Source: an optimization exercise on an open RTL-to-GDS flow (aim: small area). Production flows keep margins and buffers that such runs may drop.
In this exercise RTL edits were held to simulation tests only and were not proved equivalent to the original.
Power and IR drop assume default switching activity.

// preproc_top
module preproc_top (
  input  logic                   clk_i,
  input  logic                   rst_ni,
  input  logic                   cfg_req_i,
  output logic                   cfg_gnt_o,
  input  logic                   cfg_we_i,
  input  preproc_reg_pkg::addr_t cfg_addr_i,
  input  preproc_reg_pkg::word_t cfg_wdata_i,
  output preproc_reg_pkg::word_t cfg_rdata_o,
  output logic                   cfg_rvalid_o,
  input  preproc_pkg::sample_t   idata_i,
  input  logic                   idata_valid_i,
  output logic                   idata_ready_o,
  output preproc_pkg::sample_t   odata_o,
  output logic                   odata_valid_o,
  input  logic                   odata_switch_channel_i,
  input  logic                   odata_ack_sample_i
);
export LEC_CHECK = 0
export CAP_MARGIN = 20
export CORE_MARGIN = 2
export CORE_UTILIZATION = 65
export SLEW_MARGIN = 20
create_clock -name core_clock -period 12.0 [get_ports {clk_i}]
standard.sh (not shown) runs the stock make flow with config.mk's settings and CLKGATE_MAP_FILE= SYNTH_SCRIPT=/design/flow/synth_recipe.tcl, a recipe that flattens the netlist after the stock synthesis.
==> flow/flow/run.sh <==
#!/bin/bash
set -o pipefail
export BUFFER_PORTS_ARGS="-buffer_cell sky130_fd_sc_hd__buf_1"
export CTS_ARGS="-sink_clustering_enable -repair_clock_nets -sink_clustering_size 25 -sink_clustering_max_diameter 100 -buf_list sky130_fd_sc_hd__clkbuf_16 -dont_use_dummy_load"
bash standard.sh finish 2>&1 | tee standard.log
Rerun with:
--- a/flow/design.v
+++ b/flow/design.v
@@ -802,52 +802,56 @@
   always_ff @(posedge clk_i) begin
     if (wr_en && a_sub) sub_q <= cfg_wdata_i[15:0];
   end
   always_ff @(posedge clk_i or negedge rst_ni) begin
     if (!rst_ni) begin
       vsub_q <= 1'b0;
     end else if (wr_en && a_sub) begin
       vsub_q <= 1'b1;
     end
   end
   logic [3:0]  chan_en, offrem_en;
+  logic [15:0] subsampl;
   for (genvar c = 0; c < 4; c++) begin : g_fields
     assign chan_en[c]   = vcfg_q[c] & ccfg_q[c][0];
     assign offrem_en[c] = vcfg_q[c] & ccfg_q[c][1];
   end
-  logic       rvalid_q;
-  logic [4:0] rsel_q;    
-  logic [3:0] rch_q;     
+  assign subsampl = vsub_q ? sub_q : 16'h0000;
+  logic        rvalid_q;
+  logic [17:0] rdata_q;
+  logic        rill_q;
+  logic [17:0] rd_low;
   always_ff @(posedge clk_i or negedge rst_ni) begin
     if (!rst_ni) begin
       rvalid_q <= 1'b0;
     end else begin
       rvalid_q <= rd_en;
     end
   end
-  always_ff @(posedge clk_i) begin
-    rsel_q <= {a_ill, a_sub, b_post, b_pre, b_cfg};
-    rch_q  <= ch_dec;
-  end
-  logic [17:0] rd_low;
   always_comb begin
     rd_low = '0;
     for (int c = 0; c < 4; c++) begin
-      rd_low |= {18{rsel_q[0] & rch_q[c] & vcfg_q[c]}}  & ccfg_q[c];
-      rd_low |= {18{rsel_q[1] & rch_q[c] & vpre_q[c]}}  & {2'b00, pre_q[c]};
-      rd_low |= {18{rsel_q[2] & rch_q[c] & vpost_q[c]}} & {2'b00, post_q[c]};
+      rd_low |= {18{b_cfg  & ch_dec[c] & vcfg_q[c]}}  & ccfg_q[c];
+      rd_low |= {18{b_pre  & ch_dec[c] & vpre_q[c]}}  & {2'b00, pre_q[c]};
+      rd_low |= {18{b_post & ch_dec[c] & vpost_q[c]}} & {2'b00, post_q[c]};
+    end
+    rd_low |= {18{a_sub & vsub_q}} & {2'b00, sub_q};
+    rd_low |= {18{a_ill}} & preproc_reg_pkg::ILLEGAL_READ_DATA[17:0];
+  end
+  always_ff @(posedge clk_i) begin
+    if (rd_en) begin
+      rdata_q <= rd_low;
+      rill_q  <= a_ill;
     end
-    rd_low |= {18{rsel_q[3] & vsub_q}} & {2'b00, sub_q};
-    rd_low |= {18{rsel_q[4]}} & preproc_reg_pkg::ILLEGAL_READ_DATA[17:0];
   end
-  assign cfg_rdata_o  = {{14{rsel_q[4]}} & preproc_reg_pkg::ILLEGAL_READ_DATA[31:18], rd_low};
+  assign cfg_rdata_o  = {{14{rill_q}} & preproc_reg_pkg::ILLEGAL_READ_DATA[31:18], rdata_q};
   assign cfg_rvalid_o = rvalid_q;
   logic [3:0] pending_q, act, remaining;
   logic [3:0] fifo_full, fifo_empty;
   logic       accept;
   assign act[0] = pending_q[0];
   assign act[1] = pending_q[1] & ~pending_q[0];
   assign act[2] = pending_q[2] & ~|pending_q[1:0];
   assign act[3] = pending_q[3] & ~|pending_q[2:0];
   assign idata_ready_o = idata_valid_i & |(act & ~fifo_full);
   assign accept        = idata_ready_o;
   assign remaining     = pending_q & ~act;
@@ -913,23 +917,23 @@
   logic [15:0] sub_cnt_q;
   logic [16:0] sub_inc;
   logic        keep;
   assign sub_inc = rca16(sub_cnt_q, 16'h0000, 1'b1);
   assign keep    = (sub_cnt_q == 16'h0000);
   always_ff @(posedge clk_i or negedge rst_ni) begin
     if (!rst_ni) begin
       sub_cnt_q <= '0;
     end else if (soft_reset) begin
       sub_cnt_q <= '0;
     end else if (accept && remaining == '0) begin
-      sub_cnt_q <= (vsub_q ? (sub_cnt_q == sub_q) : keep) ? 16'h0000 : sub_inc[15:0];
+      sub_cnt_q <= (sub_cnt_q == subsampl) ? 16'h0000 : sub_inc[15:0];
     end
   end
   logic [15:0] fifo_mem [4][4];
   logic [1:0]  rd_ptr_q [4];
   logic [2:0]  fill_q   [4];
   logic [3:0]  push, pop;
   for (genvar c = 0; c < 4; c++) begin : g_fifo
     logic [1:0] wr_ptr;
     assign wr_ptr        = rd_ptr_q[c] + fill_q[c][1:0];
     assign fifo_empty[c] = (fill_q[c] == 3'd0);
     assign fifo_full[c]  = fill_q[c][2];
After rerunning:
- The changed run completed without violations
- power came out higher by 5.9%
- maximum frequency came out higher by 1.7%
- combinational power goes up by about 37%
- setup slack is better by 0.19 ns
- area after synthesis came out higher by about 2%
- clock skew falls by 0.030 ns
- sequential cell count is higher by 10
- via count rises by 2.1%
- die area went up by about 2%
- utilization came out lower by 0.18 points
- count of clock-buffer cells in the layout climbs by 2
- worst hold slack got worse by 0.011 ns
- cell area grows by about 1.8%

re-timing with driven ports:
In the flow no input, the clock included, has a driving cell. The finished layouts below were timed again as built, in two steps.
Step 1 (the two cells are an assumption about what drives the block):
set clk [get_ports {clk_i}]
set_driving_cell -lib_cell sky130_fd_sc_hd__clkbuf_16 $clk
set_driving_cell -lib_cell sky130_fd_sc_hd__buf_2 [delete_from_list [all_inputs] $clk]
Step 2 times the ports against the registers' clock, not the clock port: input delays grow and output delays shrink by t, the midpoint of the rising clock arrivals with the driver on.
a / b / c = no drivers / after step 1 / after step 2; a / b = the first two.
| run | shift t [ns] | setup WS [ns] | worst hold slack (ns) | clock arrival spread, ns |
|---|---|---|---|---|
| the first run | 0.652 | 0.681 / 0.681 / 0.158 | 0.502 / 0.502 / 0.502 | 0.082 / 0.081 |
| the second run | 0.653 | 0.866 / 0.866 / 0.344 | 0.491 / 0.491 / 0.491 | 0.053 / 0.053 |
After both steps setup and hold are still met in every run listed. For the first run, which loses most, drivers alone change the setup slack by 0.000 ns; drivers and shift together by -0.523 ns.
